Context: an optimization exercise on an open-source flow, tuned for small area. The choices shown serve that exercise and are no tape-out recipe.
Only simulation tests tie the RTL to the original design; equivalence was not proved.
No activity file was given, so power comes from the tool's default toggle rates.

`flow/design.v`:
```
package icache_ctrl_mb_pkg;
    localparam logic [5:0] REG_ENABLE    = 6'h00;
    localparam logic [5:0] REG_FLUSH     = 6'h01;
    localparam logic [5:0] REG_SEL_FLUSH = 6'h02;
    localparam logic [5:0] REG_STATUS    = 6'h03;
    localparam logic [5:0] REG_CLEAR     = 6'h04;
    localparam logic [5:0] REG_CNT_EN    = 6'h05;
    localparam logic [1:0] REG_HIT_PAGE   = 2'b01;
    localparam logic [1:0] REG_TRANS_PAGE = 2'b10;
    localparam logic [31:0] BADD_DATA = 32'hBADD_A555;
    typedef enum logic [2:0] {
        IDLE,
        WAIT_BYP,
        WAIT_FL,
        WAIT_SEL,
        DONE
    } state_e;
endpackage
module icache_stat_cnt_bank #(
    parameter int NB_CORES  = 8,
    parameter int CNT_WIDTH = 32
) (
    input  logic                clk_i,
    input  logic                rst_ni,
    input  logic                clear,
    input  logic                enable,
    input  logic [NB_CORES-1:0] hit_evt,
    input  logic [NB_CORES-1:0] trans_evt,
    input  logic [3:0]          rd_core,
    output logic [31:0]         hit_rdata,
    output logic [31:0]         trans_rdata
);
    localparam logic [CNT_WIDTH-1:0] CNT_MAX = '1;
    logic [CNT_WIDTH-1:0] hit_cnt   [NB_CORES];
    logic [CNT_WIDTH-1:0] trans_cnt [NB_CORES];
    always_ff @(posedge clk_i or negedge rst_ni) begin
        if (!rst_ni) begin
            for (int c = 0; c < NB_CORES; c++) begin
                hit_cnt[c]   <= '0;
                trans_cnt[c] <= '0;
            end
        end else if (clear) begin
            for (int c = 0; c < NB_CORES; c++) begin
                hit_cnt[c]   <= '0;
                trans_cnt[c] <= '0;
            end
        end else if (enable) begin
            for (int c = 0; c < NB_CORES; c++) begin
                if (hit_evt[c] && hit_cnt[c] != CNT_MAX) begin
                    hit_cnt[c] <= hit_cnt[c] + CNT_WIDTH'(1);
                end
                if (trans_evt[c] && trans_cnt[c] != CNT_MAX) begin
                    trans_cnt[c] <= trans_cnt[c] + CNT_WIDTH'(1);
                end
            end
        end
    end
    always_comb begin
        hit_rdata   = '0;
        trans_rdata = '0;
        for (int c = 0; c < NB_CORES; c++) begin
            if (rd_core == 4'(c)) begin
                hit_rdata   = 32'(hit_cnt[c]);
                trans_rdata = 32'(trans_cnt[c]);
            end
        end
    end
endmodule
module icache_ctrl_unit_mb #(
    parameter int NB_BANKS  = 8,
    parameter int NB_CORES  = 8,
    parameter int ID_WIDTH  = 9,
    parameter int CNT_WIDTH = 16
) (
    input  logic                  clk_i,
    input  logic                  rst_ni,
    input  logic                  bus_req_i,
    input  logic [31:0]           bus_add_i,
    input  logic                  bus_wen_i,
    input  logic [31:0]           bus_wdata_i,
    input  logic [3:0]            bus_be_i,
    input  logic [ID_WIDTH-1:0]   bus_id_i,
    output logic                  bus_gnt_o,
    output logic                  bus_r_valid_o,
    output logic                  bus_r_opc_o,
    output logic [ID_WIDTH-1:0]   bus_r_id_o,
    output logic [31:0]           bus_r_rdata_o,
    output logic [NB_BANKS-1:0]   bypass_req_o,
    input  logic [NB_BANKS-1:0]   bypass_ack_i,
    output logic [NB_BANKS-1:0]   flush_req_o,
    input  logic [NB_BANKS-1:0]   flush_ack_i,
    output logic                  sel_flush_req_o,
    output logic [31:0]           sel_flush_addr_o,
    input  logic                  sel_flush_ack_i,
    input  logic [NB_CORES-1:0]   hit_evt_i,
    input  logic [NB_CORES-1:0]   trans_evt_i,
    output logic [2:0]            state_dbg
);
    icache_ctrl_mb_pkg::state_e               state;
    logic [NB_BANKS-1:0]  en_mask;
    logic [NB_BANKS-1:0]  pending;
    logic [NB_BANKS-1:0]  pending_next;
    logic [NB_BANKS-1:0]  status;
    logic                 cnt_en;
    logic                 r_valid_q;
    logic                 r_opc_q;
    logic [ID_WIDTH-1:0]  r_id_q;
    logic [31:0]          r_rdata_q;
    logic [31:0]          rd_word;
    logic [31:0]          hit_rdata;
    logic [31:0]          trans_rdata;
    logic [5:0]           idx;
    logic [3:0]           core;
    logic                 core_ok;
    logic                 is_hit;
    logic                 is_trans;
    logic                 grant;
    logic                 clear_cnt;
    logic                 unused_bits;
    assign idx          = bus_add_i[7:2];
    assign core         = idx[3:0];
    assign core_ok      = int'(core) < NB_CORES;
    assign is_hit       = (idx[5:4] == icache_ctrl_mb_pkg::REG_HIT_PAGE) && core_ok;
    assign is_trans     = (idx[5:4] == icache_ctrl_mb_pkg::REG_TRANS_PAGE) && core_ok;
    assign grant        = bus_req_i && (state == icache_ctrl_mb_pkg::IDLE);
    assign clear_cnt    = grant && !bus_wen_i && (idx == icache_ctrl_mb_pkg::REG_CLEAR);
    assign status       = ~bypass_ack_i;
    assign pending_next = pending & ~flush_ack_i;
    assign unused_bits  = ^{bus_be_i, bus_add_i[31:8], bus_add_i[1:0]};
    assign bus_gnt_o     = grant;
    assign bus_r_valid_o = r_valid_q;
    assign bus_r_opc_o   = r_opc_q;
    assign bus_r_id_o    = r_id_q;
    assign bus_r_rdata_o = r_rdata_q;
    assign state_dbg   = state;
    always_comb begin
        rd_word = icache_ctrl_mb_pkg::BADD_DATA;
        if (is_hit) begin
            rd_word = hit_rdata;
        end else if (is_trans) begin
            rd_word = trans_rdata;
        end else begin
            case (idx)
                icache_ctrl_mb_pkg::REG_ENABLE: rd_word = 32'(en_mask);
                icache_ctrl_mb_pkg::REG_STATUS: rd_word = 32'(status);
                icache_ctrl_mb_pkg::REG_CNT_EN: rd_word = {31'b0, cnt_en};
                default:    rd_word = icache_ctrl_mb_pkg::BADD_DATA;
            endcase
        end
    end
    always_ff @(posedge clk_i or negedge rst_ni) begin
        if (!rst_ni) begin
            state            <= icache_ctrl_mb_pkg::IDLE;
            en_mask          <= '0;
            bypass_req_o     <= '1;
            flush_req_o      <= '0;
            pending          <= '0;
            sel_flush_req_o  <= 1'b0;
            sel_flush_addr_o <= '0;
            cnt_en           <= 1'b0;
            r_valid_q        <= 1'b0;
            r_opc_q          <= 1'b0;
            r_id_q           <= '0;
            r_rdata_q        <= '0;
        end else begin
            r_valid_q <= 1'b0;
            case (state)
                icache_ctrl_mb_pkg::IDLE: begin
                    if (grant) begin
                        r_id_q <= bus_id_i;
                        if (bus_wen_i) begin
                            r_valid_q <= 1'b1;
                            r_opc_q   <= 1'b0;
                            r_rdata_q <= rd_word;
                        end else begin
                            r_rdata_q <= '0;
                            case (idx)
                                icache_ctrl_mb_pkg::REG_ENABLE: begin
                                    en_mask      <= bus_wdata_i[NB_BANKS-1:0];
                                    bypass_req_o <= ~bus_wdata_i[NB_BANKS-1:0];
                                    state        <= icache_ctrl_mb_pkg::WAIT_BYP;
                                end
                                icache_ctrl_mb_pkg::REG_FLUSH: begin
                                    flush_req_o <= bus_wdata_i[NB_BANKS-1:0];
                                    pending     <= bus_wdata_i[NB_BANKS-1:0];
                                    state       <= icache_ctrl_mb_pkg::WAIT_FL;
                                end
                                icache_ctrl_mb_pkg::REG_SEL_FLUSH: begin
                                    sel_flush_addr_o <= bus_wdata_i;
                                    sel_flush_req_o  <= 1'b1;
                                    state            <= icache_ctrl_mb_pkg::WAIT_SEL;
                                end
                                icache_ctrl_mb_pkg::REG_CLEAR: begin
                                    r_valid_q <= 1'b1;
                                    r_opc_q   <= 1'b0;
                                end
                                icache_ctrl_mb_pkg::REG_CNT_EN: begin
                                    cnt_en    <= bus_wdata_i[0];
                                    r_valid_q <= 1'b1;
                                    r_opc_q   <= 1'b0;
                                end
                                default: begin
                                    r_valid_q <= 1'b1;
                                    r_opc_q   <= 1'b1;
                                end
                            endcase
                        end
                    end
                end
                icache_ctrl_mb_pkg::WAIT_BYP: begin
                    if (bypass_ack_i == bypass_req_o) begin
                        state     <= icache_ctrl_mb_pkg::DONE;
                        r_valid_q <= 1'b1;
                        r_opc_q   <= 1'b0;
                    end
                end
                icache_ctrl_mb_pkg::WAIT_FL: begin
                    flush_req_o <= flush_req_o & ~flush_ack_i;
                    pending     <= pending_next;
                    if (pending_next == '0) begin
                        state     <= icache_ctrl_mb_pkg::DONE;
                        r_valid_q <= 1'b1;
                        r_opc_q   <= 1'b0;
                    end
                end
                icache_ctrl_mb_pkg::WAIT_SEL: begin
                    if (sel_flush_ack_i) begin
                        sel_flush_req_o <= 1'b0;
                        state           <= icache_ctrl_mb_pkg::DONE;
                        r_valid_q       <= 1'b1;
                        r_opc_q         <= 1'b0;
                    end
                end
                icache_ctrl_mb_pkg::DONE:    state <= icache_ctrl_mb_pkg::IDLE;
                default: state <= icache_ctrl_mb_pkg::IDLE;
            endcase
        end
    end
    icache_stat_cnt_bank #(
        .NB_CORES  (NB_CORES),
        .CNT_WIDTH (CNT_WIDTH)
    ) u_cnt (
        .clk_i       (clk_i),
        .rst_ni      (rst_ni),
        .clear       (clear_cnt),
        .enable      (cnt_en),
        .hit_evt     (hit_evt_i),
        .trans_evt   (trans_evt_i),
        .rd_core     (core),
        .hit_rdata   (hit_rdata),
        .trans_rdata (trans_rdata)
    );
endmodule
```
`flow/run.sh`:
```
#!/bin/bash
# synth_recipe.tcl (not shown) runs the flow's synth.tcl, then flattens the netlist and writes it again
# the make line also repeats each setting of config.mk as NAME=value (left out here)
make -C /OpenROAD-flow-scripts/flow DESIGN_CONFIG=/design/flow/config.mk WORK_HOME=/design/flow/orfs CLKGATE_MAP_FILE= SYNTH_SCRIPT=/design/flow/synth_recipe.tcl finish
```
`flow/config.mk`:
```
export PLATFORM = sky130hd
export DESIGN_NAME = icache_ctrl_unit_mb
export DESIGN_NICKNAME = icache_ctrl_unit_mb
export VERILOG_FILES = /design/flow/design.v
export SDC_FILE = /design/flow/constraint.sdc
export NUM_CORES = 4
export LEC_CHECK = 0
export CAP_MARGIN = 20
export CORE_MARGIN = 2
export CORE_UTILIZATION = 40
export SLEW_MARGIN = 20
```
`flow/constraint.sdc`:
```
create_clock -name core_clock -period 6.0 [get_ports {clk_i}]
set_input_delay 1.2000 -clock core_clock [delete_from_list [all_inputs] [get_ports {clk_i}]]
set_output_delay 1.2000 -clock core_clock [all_outputs]
set_load 0.01 [all_outputs]
```
==> results.json <==
{
  "post_cts_hold_buffer_count": 0,
  "final_hold_viol_count": 0,
  "route.detailed.drc": 0,
  "clk_path_buf_depth": 3,
  "synthesis.yosys.warnings": 4,
  "route.detailed.vias_per_inst": 5.93,
  "fin_area_um2": 24000,
  "type_of_element_capturing_the_critical_path": "primary output",
  "worstSetupStartpointType": "input port",
  "die_width_um": 229,
  "outcome": "finished clean",
  "critPathArrivalTime_ns": 2.77,
  "place_hpwl_um": 48100,
  "nets": 2433,
  "grt_max_degree": 94,
  "area_after_dpl_um2": 22600,
  "numCtsBuffers": 43,
  "hold_class": "reg2reg",
  "crit_type": "in2out",
  "p_leak_uw": 0.0101,
  "grt-ovfl-total": 0,
  "finalNonFillerCells": 3006,
  "final.period_utilization_pct": 66.2,
  "grt_pass1_vias": 17000,
  "insertion_delay_to_the_later_sink_of_the_worst_skew_pair_ns": 0.58,
  "floorplan.core_area_um2": 50200,
  "place.detailed.instances": 2930,
  "share_of_flip_flops_with_an_asynchronous_set_or_reset_pct": 100,
  "drt_pass1_iterations": 5,
  "worst_slew_margin_relative_to_its_limit_pct": 27.9,
  "vias": 17800,
  "clk_pin_slew_ns": 0.06,
  "cts_root_buf": "clkbuf_16",
  "dieHeight_um": 229,
  "growth_of_design_area_from_synthesis_to_finish_pct": 18.2,
  "period_needed_ns": 3.97,
  "rsz0062_at_grt": "no",
  "totalNegativeSetupSlack_ns": 0,
  "synth_cell_type_count": 84,
  "avgSynthCellArea_um2": 9.34,
  "wire_per_inst_um": 22.1,
  "synth_cells": 2178,
  "final_hold_slack_ns": 0.482,
  "cts_num_sinks": 353,
  "timing.final.max_slew_violations": 0,
  "cts-htree-levels": 2,
  "gr_usage_total_pct": 25.0,
  "num_ports": 210,
  "worst_ir_drop_vdd_mv": 0.206,
  "synth_top_area_share_pct": 42.5,
  "cts_tree": "yes",
  "pwr_density_cell_nw_per_um2": 254,
  "postCtsSetupRepairBufs": 0,
  "fp.dieArea_um2": 52600,
  "grt_pass1_wl_um": 103000,
  "ys_seq_elements": 353,
  "drtAntennaViolNets": 0,
  "fill_cells": 4705,
  "postRouteWirelength_um": 66300,
  "initial_core_util_pct": 40.5,
  "critPathRequiredTime_ns": 4.80,
  "initial_antenna_violation_count": 1,
  "final.setup_skew_ns": 0.0177,
  "cts-resized-gates": 0,
  "detail_route.iter0.violations": 1815,
  "cell_area_after_technology_mapping_um2": 20300,
  "yosysSeqAreaShare_pct": 43.5,
  "crit_fanout": 13,
  "max_clk_rate_mhz": 252,
  "synth_edf_count": 0,
  "layout-drive-gt1-share_pct": 8.79,
  "max-cap-violations": 0,
  "synth_top_area_cell": "dfrtp_1",
  "io_buffer_count": 174,
  "synth.top_cells.by_area": "dfrtp_1, xnor2_1, nor2_1",
  "core.rowCount": 82,
  "worst_pin_slew_ns": 1.08,
  "routabilityCongestion": 0.945,
  "finalSetupViolCount": 0,
  "ys_dominant_reg_cell": "dfrtp_1"
}
## layer usage
layer  global-route usage (%)  wire [µm]  vias up  share of wire [%]
li1                         -          -     8207                  -
met1                     34.9      29000     8890                 44
met2                     39.2      30700      605                 46
met3                     4.32       4310      128                6.5
met4                     8.28       2260        2                3.4
met5                        0         13        -              0.020
## cells by family (layout without fill, tap and decap cells)
kind of cell | after synthesis | after routing | synth area share [%]
other | 1 | 6 | 0.0184
adder cells (fa/ha/maj) | 16 | 16 | 0.985
XOR/XNOR | 194 | 194 | 8.36
AO/OA/AOI/OAI | 398 | 398 | 13.3
multiplexers | 110 | 110 | 6.37
AND/OR/NAND/NOR | 937 | 937 | 23.5
buffers and inverters | 169 | 320 | 3.91
flip-flops | 353 | 353 | 43.5
## worst max-delay path, cell delays in order
cell	delay, ns
clkdlybuf4s50_1	0.50
nand3b_1	0.10
inv_1	0.34
clkdlybuf4s50_1	0.62
## worst paths after layout
kind,from,endpoint,slack (ns),cells after the start
min in group asynchronous,rst_ni,u_cnt.hit_cnt[3][2]$_DFFE_PN0P_,0.65,1
max in group asynchronous,rst_ni,u_cnt.trans_cnt[5][8]$_DFFE_PN0P_,4.00,2
max reg2reg,state[0]$_DFFE_PN0P_,u_cnt.hit_cnt[2][0]$_DFFE_PN0P_,2.97,7
min reg2reg,r_id_q[5]$_DFFE_PN0P_,r_id_q[5]$_DFFE_PN0P_,0.48,2
min,r_id_q[5]$_DFFE_PN0P_,r_id_q[5]$_DFFE_PN0P_,0.48,2
max,bus_req_i,bus_gnt_o,2.03,4
## synthesized netlist by cell type (all sizes together) (26+ instances only)
library cell    n
nor3           76
and4           31
xnor2         124
mux2           55
nand4          74
o21ai          86
xor2           70
nand3         108
a21oi          89
inv            35
and3           49
dfrtp         345
nand2         164
nor4           36
nor2          264
mux2i          45
a22o           27
buf            84
o211ai         26
or3            35
clkbuf         49
## cell type report
class                   instances  area (µm²)  area share, %
well taps                     672         841           3.50
clock inverters                17         194          0.807
diodes                          1        2.50         0.0104
clock buffers                  58        1240           5.18
repair buffers                209        2030           8.47
multi-input cells            1660       10700           44.7
flip-flops and latches        353        8840           36.8
inverters                      36         135          0.562
## state kept, by name (all words and copies together) (netlist names), 3 cells and up
register,cells
u_cnt.trans_cnt,128
sel_flush_addr_o,32
bypass_req_o,8
flush_req_o,8
state,3
en_mask,8
r_id_q,9
pending,8
r_rdata_q,17
u_cnt.hit_cnt,128
## power by group
group / internal (µW) / total, µW / switching [µW]
Clock: 1620 / 2680 / 1060
Sequential: 2500 / 2630 / 135
Combinational: 374 / 783 / 409
Total: 4490 / 6100 / 1600
## cells in the final DEF, fill, tap and decap left out, types with 70 or more instances in the layout
cell type | netlist | final
a21oi_1 | 89 | 89
clkdlybuf4s50_1 | 0 | 170
dfrtp_1 | 345 | 345
nand2_1 | 164 | 164
nand3_1 | 108 | 108
nand4_1 | 73 | 73
nor2_1 | 261 | 261
nor3_1 | 75 | 74
o21ai_0 | 84 | 84
xnor2_1 | 124 | 124
xor2_1 | 70 | 70
## metrics by stage
stage	total power (µW)	worst slack [ns]	utilization (%)
2_1_floorplan	3000	3.12	-
3_3_place_gp	3450	1.89	45.0
3_5_place_dp	3460	1.87	45.0
4_1_cts	6160	2.01	47.8
5_1_grt	6340	1.92	47.9
6_report	6100	2.03	47.9

afterwards: timing with drivers on the ports:
How much do the figures lean on ideal ports? The routed layout below was timed once more, with nothing changed but the port constraints. Step 1 (the two cells are an assumption about what drives the block):
set clk [get_ports {clk_i}]
set_driving_cell -lib_cell sky130_fd_sc_hd__clkbuf_16 $clk
set_driving_cell -lib_cell sky130_fd_sc_hd__buf_2 [delete_from_list [all_inputs] $clk]
Step 2 moves the port delays by t, midway between the first and last clock arrival at a register: inputs arrive t later, outputs are due t later. That takes back most of the time a late clock gives input paths. Slacks: no drivers / after step 1 / after step 2; pairs: no drivers / after step 1.
t (ns): 0.630
setup slack, ns: 2.030 / 1.973 / 1.754
latest minus earliest clock arrival (ns): 0.019 / 0.020
After both steps setup and hold are still met in this run. The setup slack of this run moves by -0.057 ns with the drivers and by -0.276 ns with both steps.
